This design comes from an exercise in tuning for a short achievable clock period and few clock cycles per item on the open sky130 flow, not from production work. In this exercise RTL edits were held to simulation tests only and were not proved equivalent to the original.

<file path="flow/run.sh">
#!/bin/bash
# synth_recipe.tcl (not shown) runs the flow's synth.tcl, then flattens the netlist and writes it again
# the make line also repeats each setting of config.mk as NAME=value (left out here)
make -C /OpenROAD-flow-scripts/flow DESIGN_CONFIG=/design/flow/config.mk WORK_HOME=/design/flow/orfs CLKGATE_MAP_FILE= SYNTH_SCRIPT=/design/flow/synth_recipe.tcl finish
</file>
<file path="flow/config.mk">
export PLATFORM = sky130hd
export DESIGN_NAME = mont_modexp
export DESIGN_NICKNAME = mont_modexp
export VERILOG_FILES = /design/flow/design.v
export SDC_FILE = /design/flow/constraint.sdc
export NUM_CORES = 4
export LEC_CHECK = 0
export CAP_MARGIN = 20
export CORE_MARGIN = 2
export CORE_UTILIZATION = 40
export SLEW_MARGIN = 20
</file>
<file path="flow/constraint.sdc">
create_clock -name core_clock -period 21.0 [get_ports {clk}]
set_input_delay 4.2000 -clock core_clock [delete_from_list [all_inputs] [get_ports {clk}]]
set_output_delay 4.2000 -clock core_clock [all_outputs]
set_load 0.01 [all_outputs]
</file>
<file path="flow/design.v">
package mont_modexp_pkg;
    localparam int EXP_W_DEF = 16;
    localparam int DATA_W    = 16;
    localparam int PROD_W    = 32;
    localparam int NBITS_W   = 5;
    localparam logic [NBITS_W-1:0] N_MAX = 5'd15;
    typedef enum logic [2:0] {
        S_IDLE,
        S_CONV_B,
        S_CONV_1,
        S_SQR,
        S_MUL,
        S_OUT,
        S_DONE,
        S_FAIL
    } state_e;
endpackage
import mont_modexp_pkg::*;
module mont_reduce
(
    input  logic [PROD_W-1:0]  x_i,
    input  logic [DATA_W-1:0]  m_i,
    input  logic [DATA_W-1:0]  m_inv_i,
    input  logic [NBITS_W-1:0] n_i,
    output logic [DATA_W-1:0]  r_o
);
    logic [DATA_W-1:0] mask;
    logic [DATA_W-1:0] mu;
    logic [PROD_W-1:0] mu_m;
    logic [PROD_W-1:0] sum;
    logic [DATA_W:0]   t;
    logic [DATA_W:0]   t_sub;
    assign mask = ~({DATA_W{1'b1}} << n_i);
    assign mu = (x_i[DATA_W-1:0] * m_inv_i) & mask;
    assign mu_m = {{(PROD_W-DATA_W){1'b0}}, mu}
                * {{(PROD_W-DATA_W){1'b0}}, m_i};
    assign sum = x_i + mu_m;
    assign t = (DATA_W+1)'(sum >> n_i);
    assign t_sub = t - {1'b0, m_i};
    assign r_o = t_sub[DATA_W] ? t[DATA_W-1:0] : t_sub[DATA_W-1:0];
endmodule
import mont_modexp_pkg::*;
module mont_modexp
#(
    parameter int EXP_W = EXP_W_DEF
) (
    input  logic               clk,
    input  logic               rst,
    input  logic               start,
    input  logic [DATA_W-1:0]  base,
    input  logic [EXP_W-1:0]   exp,
    input  logic [DATA_W-1:0]  m,
    input  logic [DATA_W-1:0]  m_inv,
    input  logic [DATA_W-1:0]  r2,
    input  logic [NBITS_W-1:0] n,
    output logic               busy,
    output logic               done,
    output logic               err,
    output logic [DATA_W-1:0]  result
);
    localparam logic [2:0] Q_IDLE = 3'd0;
    localparam logic [2:0] Q_CONV = 3'd1;
    localparam logic [2:0] Q_LOOP = 3'd2;
    localparam logic [2:0] Q_OUT  = 3'd3;
    localparam logic [2:0] Q_DONE = 3'd4;
    localparam logic [2:0] Q_FAIL = 3'd5;
    function automatic logic params_legal(
        input logic [DATA_W-1:0]  mod,
        input logic [NBITS_W-1:0] nb
    );
        params_legal = mod[0] && (nb != '0) && (nb <= N_MAX)
                       && ((mod >> nb) == '0);
    endfunction
    logic [2:0]         state_q;
    logic               busy_q, done_q, err_q;
    logic [DATA_W-1:0]  base_q, m_q, minv_q, r2_q, s_q, acc_q, result_q;
    logic [NBITS_W-1:0] n_q;
    logic [EXP_W-1:0]   exp_q;
    logic               one_q;      
    logic [DATA_W-1:0]  sa, sb, red_s;
    logic [PROD_W-1:0]  prod_s;
    always_comb begin
        sa = s_q;
        sb = s_q;
        unique case (state_q)
            Q_CONV:  begin sa = base_q; sb = r2_q; end
            Q_OUT:   begin sa = acc_q;  sb = DATA_W'(1); end
            default: ;
        endcase
    end
    assign prod_s = {{(PROD_W-DATA_W){1'b0}}, sa} * {{(PROD_W-DATA_W){1'b0}}, sb};
    mont_reduce u_red_s (.x_i(prod_s), .m_i(m_q), .m_inv_i(minv_q), .n_i(n_q), .r_o(red_s));
    logic [PROD_W-1:0]  prod_m;
    logic [DATA_W-1:0]  red_m;
    assign prod_m = {{(PROD_W-DATA_W){1'b0}}, acc_q} * {{(PROD_W-DATA_W){1'b0}}, s_q};
    mont_reduce u_red_m (.x_i(prod_m), .m_i(m_q), .m_inv_i(minv_q), .n_i(n_q), .r_o(red_m));
    always_ff @(posedge clk or posedge rst) begin
        if (rst) begin
            state_q <= Q_IDLE;
            busy_q  <= 1'b0;
            done_q  <= 1'b0;
            err_q   <= 1'b0;
        end else begin
            unique case (state_q)
                Q_IDLE: begin
                    done_q <= 1'b0;
                    if (start) begin
                        if (params_legal(m, n)) begin
                            busy_q  <= 1'b1;
                            state_q <= Q_CONV;
                        end else begin
                            done_q  <= 1'b1;
                            err_q   <= 1'b1;
                            state_q <= Q_FAIL;
                        end
                    end
                end
                Q_CONV: state_q <= Q_LOOP;
                Q_LOOP: if (exp_q[EXP_W-1:1] == '0) state_q <= Q_OUT;
                Q_OUT: begin
                    busy_q  <= 1'b0;
                    done_q  <= 1'b1;
                    err_q   <= 1'b0;
                    state_q <= Q_DONE;
                end
                Q_DONE, Q_FAIL: begin
                    done_q  <= 1'b0;
                    state_q <= Q_IDLE;
                end
                default: state_q <= Q_IDLE;
            endcase
        end
    end
    always_ff @(posedge clk) begin
        unique case (state_q)
            Q_IDLE: begin
                base_q <= base;
                exp_q  <= exp;
                m_q    <= m;
                minv_q <= m_inv;
                r2_q   <= r2;
                n_q    <= n;
                one_q  <= 1'b1;
            end
            Q_CONV: s_q <= red_s;
            Q_LOOP: begin
                if (exp_q[0]) begin
                    acc_q <= one_q ? s_q : red_m;
                    one_q <= 1'b0;
                end
                s_q   <= red_s;
                exp_q <= exp_q >> 1;
            end
            Q_OUT: result_q <= one_q ? ((m_q == DATA_W'(1)) ? '0 : DATA_W'(1)) : red_s;
            default: ;
        endcase
    end
    assign busy   = busy_q;
    assign done   = done_q;
    assign err    = err_q;
    assign result = result_q;
endmodule
</file>
==> results of run 1 <==
[metrics by stage]
| stage | cells | area [µm²] | setup slack (ns) | hold WS (ns) | TNS [ns] |
|---|---|---|---|---|---|
| floorplan | 6352 | 55800 | 0.625 | 0.529 | 0 |
| global placement | 8501 | 61700 | 0.0638 | 0.564 | 0 |
| detailed placement | 8501 | 61700 | -0.0665 | 0.573 | -0.540 |
| CTS | 8533 | 62300 | 0.0607 | 0.588 | 0 |
| global route | 8572 | 63100 | -0.0820 | 0.606 | -0.677 |
| finish | 8581 | 63100 | 0.664 | 0.589 | 0 |
[timing repair]
item                                    CTS  global route
hold buffers                              0             0
cloned                                    0             3
pin swaps                                 1            47
endpoints found under the setup margin   24            48
buffers inserted                          0            35
resized for setup                         2           109
[sequential cells by signal, indices dropped and copies added (netlist names), 16 cells and up]
register and flops:
base_q 16, r2_q 16, result_q 16, m_q 16
acc_q 16, exp_q 16, minv_q 16, s_q 16
[cell usage in the layout, fill, tap and decap left out, types with 128 or more instances in the layout]
cell type / netlist / final
buf_4: 0 / 486
and2_1: 602 / 602
fa_1: 1000 / 994
nor3_1: 185 / 181
inv_1: 1330 / 1329
a21oi_1: 187 / 170
xnor2_1: 138 / 128
nor2_1: 378 / 377
nand2_1: 470 / 465
ha_1: 536 / 532
edfxtp_1: 134 / 134
[kinds of logic after synthesis]
family | Yosys count | share of synthesized area [%]
flip-flops | 140 | 7.48
adder cells (fa/ha/maj) | 1536 | 47.9
multiplexers | 131 | 3.05
buffers and inverters | 1639 | 11.1
AND/OR/NAND/NOR | 1956 | 17.8
XOR/XNOR | 206 | 3.44
AO/OA/AOI/OAI | 744 | 9.16
[routing by layer]
layer,track usage [%],part of all wire (%),routed length [µm]
met1,36.8,41,79400
met2,42.7,45,86900
met3,5.85,9.0,17500
met4,13.5,5.5,10600
met5,0,0.063,123
[worst max path at each step]
stage | start | to | cells past startpoint
floorplan | state_q[2] | result_q[11] | 77
global placement | state_q[2] | result_q[4] | 72
detailed placement | state_q[2] | result_q[13] | 72
CTS | acc_q[10] | result_q[8] | 74
global route | acc_q[5] | acc_q[4] | 88
finish | state_q[1] | result_q[3] | 72
[cell type report]
cell class,count,area share [%]
antenna,11,0.0436
clock buffer,17,0.674
clock inverter,15,0.317
inverter,1336,7.95
multi-input combinational,4575,72.8
sequential,140,6.62
tap,1876,3.72
timing repair buffer,611,7.91
[worst max-delay path, delay by kind of cell (launching register included)]
family,cells,cell delay [ns]
buffers and inverters,12,1.39
AOI/OAI and AO/OA,16,3.06
xor gates and xnor gates,10,2.25
DFF,1,0.46
muxes,4,1.17
and+or+nand+nor,9,1.84
adders and majority gates,21,9.83
==> results.yml, run 1 <==
outcome:
  status: "no timing/DRC/antenna violations"
floorplan:
  coreArea_um2: 139000
  ioPinCount: 107
  die_h_um: 377
  placementRows: 137
  chipWidth_um: 377
  die_area_um2: 142000
  start_util_pct: 40.1
clock_tree:
  cts-buffers-inserted: 17
  clk_latency_ns: 0.57
  clk_pin_slew_ns: 0.09
  cts.root.buffer_cell: "clkbuf_16"
  cts.htree.levels: 4
  cts_buffer_depth: 2
  clock-sinks: 140
  cts_tree: "built"
worst_hold_path:
  min-delay-start: "exp_q[10]"
  hp-class: "reg -> reg"
  min_to: "exp_q[9]"
  whs_path_depth: 1
synth:
  synthesis.area_um2: 55800
  synth.distinct_cells: 113
  synth.area.top_cells: "fa_1 (36%), ha_1 (12%), inv_1 (9.0%)"
  yosysTopAreaCellShare_pct: 35.9
  async_reset_ff_share_pct: 4.29
  synth-main-ff-cell: "edfxtp_1"
  yosysMostFrequentCell: "inv_1"
  yosys.area.top_type: "fa_1"
  ys_ff_latch: 140
  synth_seq_area_share_pct: 7.48
  synth-edff-count: 134
  synth_common_cells: "inv_1 (1330), fa_1 (1000), and2_1 (602)"
  syn-instance-count: 6352
  synth-warning-count: 1
  syn_avg_cell_area_um2: 8.78
  syn_nets: 7976
route:
  ant_nets: 0
  drc: 0
  drt_iter0_drc: 3993
  wl_per_cell_um: 22.7
  via_per_inst: 5.46
  wirelength_um: 195000
  dr_total_vias: 46800
  first_pass_iters: 6
layout:
  fin_nets: 8305
  postLayoutCoreUtil_pct: 45.4
  syn_to_final_growth_pct: 13.1
  fillCellCount: 13500
  drive_above_1_share_pct: 11.4
  multi_input_area_um2: 45900
  regArea_um2: 4180
place:
  io_buffers: 106
  dp_hpwl_um: 155000
  gp_congestion: 0.969
worst_setup_path:
  setup.worst_path.start_class: "flop"
  crit_path_frequent_cell: "fa_1"
  worstPathRequired_ns: 21.28
  cpPeakStageDelay_ns: 0.60
  endpoint_kind: "flop"
  path_class: "reg -> reg"
  cp_max_fo: 22
  ff2ff_path_depth: 72
  reg2reg_from: "state_q[1]"
  cp_slowest_cell: "fa_2"
  rrSetupSlack_ns: 0.66
  timing.rr.end: "result_q[3]"
  worst_ep_arrival_time_ns: 20.62
sta:
  tightest_slew_ns: 1.24
  period_needed_ns: 20.34
  rsz0062_at_grt: "true"
  max_slew_margin_pct: 16.9
  drv_slew: 0
  finalHoldViolCount: 0
  post-route-period-util_pct: 96.8
  finalSetupViolCount: 0
  fin_worst_skew_ns: 0.0430
  max_freq_mhz: 49.2
grt:
  antenna_found_initial: 18
  grt_pass1_wl_um: 296000
  grt_max_degree: 65
  grt_overflow: 0
  grtUsageTotal_pct: 27.7
  grt_pass1_vias: 48000
run:
  drv_cap: 0
Testbench counts, summed over its fixed seeds: cycles 75,991, items 4,000.
==> run 2, diff against run 1 <==
--- a/flow/config.mk
+++ b/flow/config.mk
@@ -10,2 +10,4 @@
 export CORE_UTILIZATION = 40
+export SETUP_SLACK_MARGIN = 2.0
 export SLEW_MARGIN = 20
+export SYNTH_HIERARCHICAL = 1
==> results.yml, run 2 <==
synth:
  synthesis.area_um2: 55400
  ys_ff_latch: 140
  synth-warning-count: 7
  synth_common_cells: "inv_1 (1298), fa_1 (1000), nand2_1 (844)"
  yosys.area.top_type: "fa_1"
  syn_nets: 7930
  synth-edff-count: 134
  async_reset_ff_share_pct: 4.29
  synth-main-ff-cell: "edfxtp_1"
  yosysTopAreaCellShare_pct: 36.1
  yosysMostFrequentCell: "inv_1"
  synth.distinct_cells: 104
  syn_avg_cell_area_um2: 8.79
  synth.area.top_cells: "fa_1 (36%), ha_1 (12%), inv_1 (8.8%)"
  synth_seq_area_share_pct: 7.53
  syn-instance-count: 6306
route:
  wirelength_um: 178000
  first_pass_iters: 6
  drc: 0
  ant_nets: 0
  dr_total_vias: 45900
  top_layer: "met4"
  drt-met1-wl_um: 73100
  via_per_inst: 5.51
  wl_per_cell_um: 21.4
  drt_iter0_drc: 3210
  dr_wl_met3_um: 12500
  wl_met2_um: 85700
clock_tree:
  clk_pin_slew_ns: 0.09
  cts.htree.levels: 4
  cts-buffers-inserted: 17
  cts.root.buffer_cell: "clkbuf_16"
  cts_tree: "built"
  clock-sinks: 140
  cts_buffer_depth: 2
  holdBufCountCts: 0
  clk_latency_ns: 0.54
sta:
  fin_worst_skew_ns: 0.0296
  rsz0062_at_grt: "true"
  max_freq_mhz: 54.0
  hold_ws_ns: 0.528
  post-route-period-util_pct: 88.1
  fin_ws_ns: 2.49
  tightest_slew_ns: 1.10
  drv_slew: 0
  setup_tns_ns: 0
  period_needed_ns: 18.51
  finalSetupViolCount: 0
  max_slew_margin_pct: 26.7
  finalHoldViolCount: 0
worst_setup_path:
  cp_slowest_cell: "fa_1"
  cpPeakStageDelay_ns: 0.61
  worst-path-buf-inv: 16
  worstPathRequired_ns: 21.28
  path_class: "reg -> reg"
  setup.worst_path.start_class: "flop"
  cp_max_fo: 10
  worst_ep_arrival_time_ns: 18.78
  endpoint_kind: "flop"
  crit_path_frequent_cell: "fa_1"
  cp_top_family: "adder cells"
worst_hold_path:
  hp-class: "reg -> reg"
layout:
  layout_common_cells: "inv_1 (1283), fa_1 (982), nand2_1 (831)"
  drive_above_1_share_pct: 14.3
  fin_nets: 8153
  final_common_cell: "inv_1"
  diodes: 0
  syn_to_final_growth_pct: 14.8
grt:
  grt_max_degree: 49
  grt_pass1_vias: 48000
  grtUsageTotal_pct: 25.3
  grt_overflow: 0
  antenna_found_initial: 2
  grt_pass1_wl_um: 276000
place:
  gp_congestion: 0.963
  pre_cts_ws_ns: 0.226
  dp_hpwl_um: 142000
  io_buffers: 106
floorplan:
  ioPinCount: 107
  placementRows: 136
  die_area_um2: 142000
  die_h_um: 376
  start_util_pct: 40.3
  chipWidth_um: 376
  coreArea_um2: 137000
outcome:
  status: "no timing/DRC/antenna violations"
run:
  drv_cap: 0
[run 2: changes by cell type in the layout (fill, tap and decap cells not counted), sizes merged, moves of 16 or more]
cell and delta:
xnor2 +23, nor4 +46, nor2 -124, nor3 -40, and2 -241, nand2 +375, inv -26, mux2 +44
or3 +16, a21o -29, and3 -31, buf -124
[run 2: per-module statistics from Yosys, one instance, submodules excluded]
module	flops+latches	area, µm²	cells inside	copies in the design
mont_modexp	140	22300	2332	1
mont_reduce	0	16600	1987	2
[run 2: path summary, 6_finish.rpt]
check	cells past startpoint	startpoint	slack, ns	to
min	1	done_q	0.53	done_q
min reg2reg	1	done_q	0.53	done_q
max reg2reg	68	s_q[3]	2.49	acc_q[12]
max in group asynchronous	2	rst	16.83	state_q[1]
max	68	s_q[3]	2.49	acc_q[12]
min in group asynchronous	2	rst	3.90	err_q
[run 2: metal layers]
metal  global-route usage [%]  up-vias
met5                        0        -
met4                     9.23        0
met3                     3.43      372
met2                     42.5     1818
met1                     33.2    23400
li1                         -    20300
[run 2: final cells by class]
cell class | count | area [µm²]
Tap cell | 1794 | 2240
Sequential cell | 140 | 4180
Multi-Input combinational cell | 4570 | 47200
Clock inverter | 15 | 188
Clock buffer | 17 | 425
Timing Repair Buffer | 490 | 4460
Inverter | 1310 | 4920
Fill cell | 13300 | 73900
[run 2: logic make-up (layout without fill, tap and decap cells)]
family / count (synthesis) / count (layout) / share of synthesized area (%)
AND/OR/NAND/NOR: 1917 / 1917 / 16.4
buffers and inverters: 1596 / 1832 / 11.3
XOR/XNOR: 210 / 210 / 3.35
AO/OA/AOI/OAI: 715 / 715 / 8.72
multiplexers: 192 / 192 / 4.46
flip-flops: 140 / 140 / 7.53
adder cells (fa/ha/maj): 1536 / 1536 / 48.2
[run 2: stage by stage]
step / util (%) / area, µm² / std cells
floorplan: - / 55500 / 6306
global placement: 43.1 / 59200 / 8134
detailed placement: 43.1 / 59200 / 8135
CTS: 44.4 / 61000 / 8223
global route: 46.3 / 63600 / 8336
finish: 46.3 / 63600 / 8336
[run 2: what timing repair did]
item | in CTS | in global routing
gates cloned | 2 | 3
gates resized for setup | 154 | 359
setup endpoints to repair | 48 | 48
pin swaps | 55 | 168
hold endpoints to repair | 0 | 0
buffers inserted | 54 | 110
==> run 3, diff against run 2 <==
--- a/flow/config.mk
+++ b/flow/config.mk
@@ -12,2 +12 @@
 export SLEW_MARGIN = 20
-export SYNTH_HIERARCHICAL = 1
==> results.yml, run 3 <==
sta:
  tightest_slew_ns: 1.13
  rsz0062_at_grt: "true"
  max_freq_mhz: 51.6
  post-route-period-util_pct: 92.2
  drv_slew: 0
  finalHoldViolCount: 0
  max_slew_margin_pct: 24.8
  period_needed_ns: 19.37
  fin_worst_skew_ns: 0.0291
  finalSetupViolCount: 0
  hold_ws_ns: 0.565
floorplan:
  die_h_um: 377
  ioPinCount: 107
  start_util_pct: 40.1
  chipWidth_um: 377
  placementRows: 137
  die_area_um2: 142000
  coreArea_um2: 139000
clock_tree:
  clock-sinks: 140
  clk_latency_ns: 0.54
  cts_tree: "built"
  holdBufCountCts: 0
  cts.htree.levels: 4
  clk_pin_slew_ns: 0.09
  cts_buffer_depth: 2
  cts.root.buffer_cell: "clkbuf_16"
  cts-buffers-inserted: 17
grt:
  grt_pass1_wl_um: 295000
  grt_pass1_vias: 48600
  grt_max_degree: 51
  grt_use_met2_pct: 44.1
  grt_overflow: 0
  grtUsageMet3_pct: 5.93
  grt.met1_usage_pct: 35.6
  grtUsageTotal_pct: 27.5
  grt-busiest-layer: "met2"
  antenna_found_initial: 13
route:
  ant_nets: 0
  via_per_inst: 5.48
  drc: 0
  drt_iter0_drc: 3691
  dr_total_vias: 46400
  wl_per_cell_um: 22.8
  wirelength_um: 193000
  first_pass_iters: 8
layout:
  fillCellCount: 13400
  drive_above_1_share_pct: 13.1
  fin_cells: 8466
  final_common_cell: "inv_1"
  syn_to_final_growth_pct: 14.8
  fin_nets: 8198
  layout_common_cells: "inv_1 (1311), fa_1 (979), and2_1 (594)"
outcome:
  status: "no timing/DRC/antenna violations"
worst_setup_path:
  path_class: "reg -> reg"
  endpoint_kind: "flop"
  crit_path_frequent_cell: "fa_1"
  setup.worst_path.start_class: "flop"
  cp_max_fo: 9
  worst_ep_arrival_time_ns: 19.74
  cpPeakStageDelay_ns: 0.65
  worstPathRequired_ns: 21.37
  cp_slowest_cell: "or4_4"
synth:
  synth.distinct_cells: 113
  synth-warning-count: 1
  synthesis.area_um2: 55800
  async_reset_ff_share_pct: 4.29
  synth_seq_area_share_pct: 7.48
  yosysMostFrequentCell: "inv_1"
  synth-edff-count: 134
  syn_nets: 7976
  yosysTopAreaCellShare_pct: 35.9
  synth.area.top_cells: "fa_1 (36%), ha_1 (12%), inv_1 (9.0%)"
  yosys.area.top_type: "fa_1"
  synth-main-ff-cell: "edfxtp_1"
  syn_avg_cell_area_um2: 8.78
  syn-instance-count: 6352
  ys_ff_latch: 140
  synth_common_cells: "inv_1 (1330), fa_1 (1000), and2_1 (602)"
place:
  gp_congestion: 1.00
  io_buffers: 106
  dp_hpwl_um: 151000
  place_inst: 8238
run:
  drv_cap: 0
worst_hold_path:
  hp-class: "reg -> reg"
## run 3: cell count changes in the layout (fill, tap and decap cells not counted), sizes merged, moves of 16 or more
cell and change:
nand2 -375, and2 +241, nor2 +124, nor4 -46
mux2 -44, nor3 +40, and3 +31, inv +30
a21o +29, xnor2 -23, or3 -16
## run 3: path summary, 6_finish.rpt
kind,start,cells past startpoint,slack [ns],to
min,busy_q,2,0.57,busy_q
max reg2reg,acc_q[5],77,1.63,acc_q[13]
max,acc_q[5],77,1.63,acc_q[13]
max in group asynchronous,rst,2,16.83,state_q[1]
min reg2reg,busy_q,2,0.57,busy_q
min in group asynchronous,rst,2,3.89,err_q
## run 3: cell type report
type | count | area [µm²] | area share (%)
multi-input combinational | 4575 | 47500 | 74.1
inverter | 1336 | 5010 | 7.83
timing repair buffer | 504 | 4420 | 6.90
sequential | 140 | 4180 | 6.53
tap | 1876 | 2350 | 3.67
clock buffer | 17 | 425 | 0.664
clock inverter | 15 | 169 | 0.264
antenna | 3 | 7.51 | 0.0117
## run 3: worst max-delay path, delay by kind of cell, from the launching register on
family / cells / cell delay [ns]
compound gates: 16 / 2.82
xor+xnor: 10 / 1.84
fa+ha+maj: 22 / 9.59
buf+inv: 17 / 1.73
flops: 1 / 0.55
simple gates: 12 / 2.65
## run 3: repair_timing
action,in CTS,in global routing
resized for setup,308,117
setup endpoints to repair,48,48
setup buffers,145,41
gates cloned,6,1
pin swaps,148,100
## run 3: cell families after synthesis
| logic type | after synthesis | synth area share, % |
|---|---|---|
| simple gates | 1956 | 17.8 |
| buf+inv | 1639 | 11.1 |
| fa+ha+maj | 1536 | 47.9 |
| compound gates | 744 | 9.16 |
| xor+xnor | 206 | 3.44 |
| flops | 140 | 7.48 |
| mux | 131 | 3.05 |
## run 3: layer usage
metal / vias to the layer above / share of wire, %
met5: - / 0.011
met4: 4 / 5.2
met3: 454 / 8.9
met2: 2022 / 46
met1: 23500 / 40
li1: 20500 / -
## run 3: metrics by stage
stage / area (µm²) / util [%] / setup slack, ns / setup TNS [ns]
after floorplan: 56200 / - / 2.00 / 0
after global placement: 59900 / 43.1 / 0.177 / 0
after detailed placement: 59900 / 43.1 / -0.107 / -0.769
after CTS: 63200 / 45.4 / 1.64 / 0
after global routing: 64000 / 46.1 / 0.894 / 0
final: 64000 / 46.1 / 1.63 / 0
==> run 4, diff against run 3 <==
--- a/flow/config.mk
+++ b/flow/config.mk
@@ -10,3 +10,4 @@
 export CORE_UTILIZATION = 40
-export SETUP_SLACK_MARGIN = 2.0
+export SETUP_SLACK_MARGIN = 4.0
 export SLEW_MARGIN = 20
+export SYNTH_HIERARCHICAL = 1
==> results.yml, run 4 <==
outcome:
  status: "no timing/DRC/antenna violations"
sta:
  rsz0062_at_grt: "true"
  finalHoldViolCount: 0
  tightest_slew_ns: 1.20
  setup_tns_ns: 0
  period_needed_ns: 18.53
  post-route-period-util_pct: 88.2
  fin_worst_skew_ns: 0.0291
  max_freq_mhz: 54.0
  drv_slew: 0
  finalSetupViolCount: 0
  max_slew_margin_pct: 19.7
synth:
  synth-main-ff-cell: "edfxtp_1"
  synth-edff-count: 134
  synth.distinct_cells: 104
  synth_common_cells: "inv_1 (1298), fa_1 (1000), nand2_1 (844)"
  yosysMostFrequentCell: "inv_1"
  syn_nets: 7930
  synth.area.top_cells: "fa_1 (36%), ha_1 (12%), inv_1 (8.8%)"
  synth_seq_area_share_pct: 7.53
  yosys.area.top_type: "fa_1"
  syn-instance-count: 6306
  async_reset_ff_share_pct: 4.29
  yosysTopAreaCellShare_pct: 36.1
  ys_ff_latch: 140
  syn_avg_cell_area_um2: 8.79
  synth-warning-count: 7
  synthesis.area_um2: 55400
layout:
  fin_cells: 8377
  final_common_cell: "inv_1"
  fillCellCount: 13100
  syn_to_final_growth_pct: 17.1
  postLayoutCoreUtil_pct: 47.2
  layout_common_cells: "inv_1 (1274), fa_1 (976), nand2_1 (816)"
  fin_nets: 8194
  diodes: 0
  drive_above_1_share_pct: 16.5
route:
  via_per_inst: 5.51
  wl_per_cell_um: 22.1
  first_pass_iters: 6
  drt_iter0_drc: 3773
  drc: 0
  ant_nets: 0
  wirelength_um: 185000
  dr_total_vias: 46100
grt:
  antenna_found_initial: 6
  grt_pass1_vias: 48200
  grt_pass1_wl_um: 289000
  grt_overflow: 0
  grt_max_degree: 60
  grtUsageTotal_pct: 26.5
floorplan:
  die_area_um2: 142000
  placementRows: 136
  start_util_pct: 40.3
  chipWidth_um: 376
  ioPinCount: 107
  die_h_um: 376
  coreArea_um2: 137000
worst_setup_path:
  cp_slowest_cell: "fa_2"
  setup.worst_path.start_class: "flop"
  rrSetupSlack_ns: 2.47
  worst_ep_arrival_time_ns: 18.90
  crit_path_frequent_cell: "fa_1"
  worstPathRequired_ns: 21.37
  cp_max_fo: 6
  cpPeakStageDelay_ns: 0.60
  path_class: "reg -> reg"
  endpoint_kind: "flop"
worst_hold_path:
  hp-class: "reg -> reg"
clock_tree:
  cts.root.buffer_cell: "clkbuf_16"
  clock-sinks: 140
  cts_tree: "built"
  clk_latency_ns: 0.52
  cts.htree.levels: 4
  clk_pin_slew_ns: 0.08
  holdBufCountCts: 0
  cts-buffers-inserted: 17
  cts_buffer_depth: 2
place:
  io_buffers: 106
  dp_hpwl_um: 144000
  place_inst: 8056
  gp_congestion: 0.970
run:
  drv_cap: 0
-- run 4: critical path: cells and delay by family (launching register included) --
family	cells	cell delay (ns)
buffers and inverters	16	1.50
and+or+nand+nor	12	1.81
xor gates and xnor gates	1	0.12
adders and majority gates	22	9.63
muxes	2	0.48
AOI/OAI and AO/OA	20	4.23
DFF	1	0.57
-- run 4: repair_timing --
item                       CTS  global route
setup buffers              234            47
gates cloned                 8             0
resized for setup          402           130
pin swaps                  209           102
setup endpoints to repair   48            48
-- run 4: worst paths after layout --
check	startpoint	end	cells after the start
setup reg to reg	state_q[1]	result_q[0]	73
hold / removal	busy_q	busy_q	2
setup / recovery	state_q[1]	result_q[0]	73
hold reg to reg	busy_q	busy_q	2
min in group asynchronous	rst	err_q	2
max in group asynchronous	rst	state_q[1]	2
-- run 4: area by class of cell --
cell class | instances | area (µm²) | share of cell area (%)
clock buffers | 17 | 425 | 0.656
repair buffers | 527 | 4780 | 7.37
inverters | 1310 | 4920 | 7.59
flip-flops and latches | 140 | 4180 | 6.44
multi-input cells | 4574 | 48100 | 74.2
clock inverters | 15 | 196 | 0.303
well taps | 1794 | 2240 | 3.46
-- run 4: cell families (layout without fill, tap and decap cells) --
family,after synthesis,after routing,synth area share (%)
AO/OA/AOI/OAI,715,717,8.72
XOR/XNOR,210,210,3.35
adder cells (fa/ha/maj),1536,1536,48.2
buffers and inverters,1596,1869,11.3
flip-flops,140,140,7.53
multiplexers,192,192,4.46
AND/OR/NAND/NOR,1917,1919,16.4
-- run 4: modules after synthesis (local to each module, per instance) --
module | area (µm²) | cells | copies in the design
mont_modexp | 22300 | 2332 | 1
mont_reduce | 16600 | 1987 | 2
-- run 4: metal layers --
layer | part of all wire (%) | up-vias | global-route usage (%)
met5 | 0.027 | - | 0
li1 | - | 20400 | -
met3 | 8.8 | 371 | 5.64
met2 | 44 | 2009 | 40.6
met1 | 44 | 23300 | 37.4
met4 | 3.5 | 8 | 8.33
-- run 4: through the flow --
| step | hold WS (ns) | cell area [µm²] | setup slack (ns) |
|---|---|---|---|
| 2_1_floorplan | 0.521 | 56500 | 3.06 |
| 3_3_place_gp | 0.499 | 59300 | 0.913 |
| 3_5_place_dp | 0.494 | 59300 | 0.681 |
| 4_1_cts | 0.512 | 63900 | 2.62 |
| 5_1_grt | 0.555 | 64900 | 1.97 |
| 6_report | 0.516 | 64900 | 2.47 |
==> run 5, diff against run 4 <==
--- a/flow/config.mk
+++ b/flow/config.mk
@@ -10,3 +10,3 @@
 export CORE_UTILIZATION = 40
-export SETUP_SLACK_MARGIN = 4.0
+export SETUP_SLACK_MARGIN = 3.0
 export SLEW_MARGIN = 20
==> results.yml, run 5 <==
worst_setup_path:
  cpPeakStageDelay_ns: 0.61
  endpoint_kind: "flop"
  crit_path_frequent_cell: "fa_1"
  cp_max_fo: 9
  worstPathRequired_ns: 21.29
  setup.worst_path.start_class: "flop"
  cp_slowest_cell: "fa_1"
  worst_ep_arrival_time_ns: 18.86
  path_class: "reg -> reg"
grt:
  antenna_found_initial: 9
  grt_pass1_wl_um: 292000
  grt_overflow: 0
  grt_max_degree: 59
  grt_pass1_vias: 48500
  grtUsageTotal_pct: 27.1
clock_tree:
  cts.root.buffer_cell: "clkbuf_16"
  clk_latency_ns: 0.56
  cts-buffers-inserted: 17
  cts_tree: "built"
  cts_buffer_depth: 2
  cts.htree.levels: 4
  clk_pin_slew_ns: 0.09
  clock-sinks: 140
  holdBufCountCts: 0
sta:
  max_slew_margin_pct: 23.5
  rsz0062_at_grt: "true"
  period_needed_ns: 18.57
  finalSetupViolCount: 0
  finalHoldViolCount: 0
  max_freq_mhz: 53.9
  tightest_slew_ns: 1.15
  drv_slew: 0
  post-route-period-util_pct: 88.4
  fin_worst_skew_ns: 0.0343
synth:
  synth_seq_area_share_pct: 7.53
  yosysTopAreaCellShare_pct: 36.1
  synth.distinct_cells: 104
  ys_ff_latch: 140
  synth-main-ff-cell: "edfxtp_1"
  synth_common_cells: "inv_1 (1298), fa_1 (1000), nand2_1 (844)"
  async_reset_ff_share_pct: 4.29
  syn-instance-count: 6306
  syn_avg_cell_area_um2: 8.79
  yosys.area.top_type: "fa_1"
  synthesis.area_um2: 55400
  synth.area.top_cells: "fa_1 (36%), ha_1 (12%), inv_1 (8.8%)"
  synth-edff-count: 134
  yosysMostFrequentCell: "inv_1"
  syn_nets: 7930
  synth-warning-count: 7
place:
  io_buffers: 106
  dp_hpwl_um: 146000
  gp_congestion: 0.981
  place_area_um2: 59200
route:
  wirelength_um: 189000
  drt_iter0_drc: 3764
  wl_per_cell_um: 22.4
  ant_nets: 0
  dr_total_vias: 46300
  drc: 0
  via_per_inst: 5.49
  first_pass_iters: 6
layout:
  postLayoutCoreUtil_pct: 47.6
  fin_area_um2: 65400
  fillCellCount: 13000
  drive_above_1_share_pct: 17.6
  fin_nets: 8250
  layout_common_cells: "inv_1 (1272), fa_1 (969), nand2_1 (822)"
  final_common_cell: "inv_1"
  syn_to_final_growth_pct: 18.0
outcome:
  status: "no timing/DRC/antenna violations"
run:
  drv_cap: 0
floorplan:
  die_h_um: 376
  placementRows: 136
  chipWidth_um: 376
  die_area_um2: 142000
  ioPinCount: 107
  start_util_pct: 40.3
  coreArea_um2: 137000
worst_hold_path:
  hp-class: "reg -> reg"
[run 5: critical path, delay by kind of cell, from the launching register on]
family / cells / cell delay, ns
adder cells (fa/ha/maj): 22 / 9.66
AO/OA/AOI/OAI: 16 / 3.10
buffers and inverters: 17 / 1.85
multiplexers: 4 / 1.34
AND/OR/NAND/NOR: 8 / 1.01
XOR/XNOR: 3 / 0.81
flip-flops: 1 / 0.51
[run 5: cell type report]
| type | count | area (µm²) | area share [%] |
|---|---|---|---|
| multi-input combinational | 4575 | 48300 | 73.9 |
| timing repair buffer | 582 | 5090 | 7.78 |
| inverter | 1310 | 4920 | 7.53 |
| sequential | 140 | 4180 | 6.39 |
| tap | 1794 | 2240 | 3.43 |
| clock buffer | 17 | 425 | 0.651 |
| clock inverter | 15 | 176 | 0.270 |
| antenna | 1 | 2.50 | 0.00383 |
[run 5: metal layers]
layer / track usage (%) / share of wire (%) / vias to the layer above
li1: - / - / 20500
met1: 35.6 / 40 / 23300
met2: 42.8 / 45 / 2010
met3: 4.97 / 8.3 / 481
met4: 13.7 / 6.1 / 0
met5: 0 / 0 / -
[run 5: what timing repair did]
action | 4_1_cts | 5_1_grt
pin swaps | 229 | 115
cloned | 11 | 1
endpoints found under the setup margin | 48 | 48
buffers inserted | 241 | 64
resized for setup | 473 | 154
[run 5: kinds of logic (layout without fill, tap and decap cells)]
logic type | count (synthesis) | after routing | synth area share (%)
simple gates | 1917 | 1920 | 16.4
xor+xnor | 210 | 210 | 3.35
other cells | 0 | 1 | 0
compound gates | 715 | 717 | 8.72
fa+ha+maj | 1536 | 1536 | 48.2
mux | 192 | 192 | 4.46
buf+inv | 1596 | 1924 | 11.3
flops | 140 | 140 | 7.53
[run 5: per-stage QoR]
stage | hold WS [ns] | cells | TNS, ns | setup WS, ns
after floorplan | 0.521 | 6306 | 0 | 3.00
after global placement | 0.563 | 8082 | -0.904 | -0.157
after detailed placement | 0.566 | 8083 | -0.991 | -0.164
after CTS | 0.584 | 8367 | 0 | 2.59
after global routing | 0.603 | 8433 | 0 | 1.90
final | 0.582 | 8434 | 0 | 2.43
[run 5: Yosys stat by module (local to each module, per instance)]
module / area, µm² / times used / cells / flip-flops and latches
mont_reduce: 16600 / 2 / 1987 / 0
mont_modexp: 22300 / 1 / 2332 / 140
[run 5: worst paths after layout]
| kind | start | endpoint | slack, ns | cells after the start |
|---|---|---|---|---|
| max | state_q[1] | result_q[3] | 2.43 | 70 |
| min | exp_q[3] | exp_q[2] | 0.58 | 1 |
| max reg2reg | state_q[1] | result_q[3] | 2.43 | 70 |
| min reg2reg | exp_q[3] | exp_q[2] | 0.58 | 1 |
| max in group asynchronous | rst | state_q[1] | 16.59 | 2 |
| min in group asynchronous | rst | err_q | 3.99 | 2 |

-- port drivers added, routing unchanged --
Ports are ideal in the flow. The routed layouts listed here were re-timed in OpenROAD.
Step 1, drivers: a clkbuf_16 drives clk and a buf_2 each remaining input, both assumed.
Step 2 moves the port delays by t, midway between the first and last clock arrival at a register: inputs arrive t later, outputs are due t later. That takes back most of the time a late clock gives input paths.
Three values: ideal ports, drivers, drivers and shift; two values: the first two.
run | t (ns) | slack for setup (ns) | hold WS [ns] | worst slew at a driven data input, ns | pins driven straight from the clock port
run 1 | 0.615 | 0.664 / 0.664 / 0.664 | 0.589 / 0.589 / 0.589 | 0.18 | 1
run 2 | 0.593 | 2.493 / 2.493 / 2.493 | 0.528 / 0.528 / 0.528 | 0.06 | 1
run 3 | 0.603 | 1.631 / 1.631 / 1.631 | 0.565 / 0.565 / 0.565 | 0.15 | 1
run 4 | 0.572 | 2.472 / 2.472 / 2.472 | 0.516 / 0.516 / 0.516 | 0.18 | 1
run 5 | 0.599 | 2.431 / 2.431 / 2.431 | 0.582 / 0.582 / 0.582 | 0.18 | 1
After both steps setup and hold are still met in every run listed.
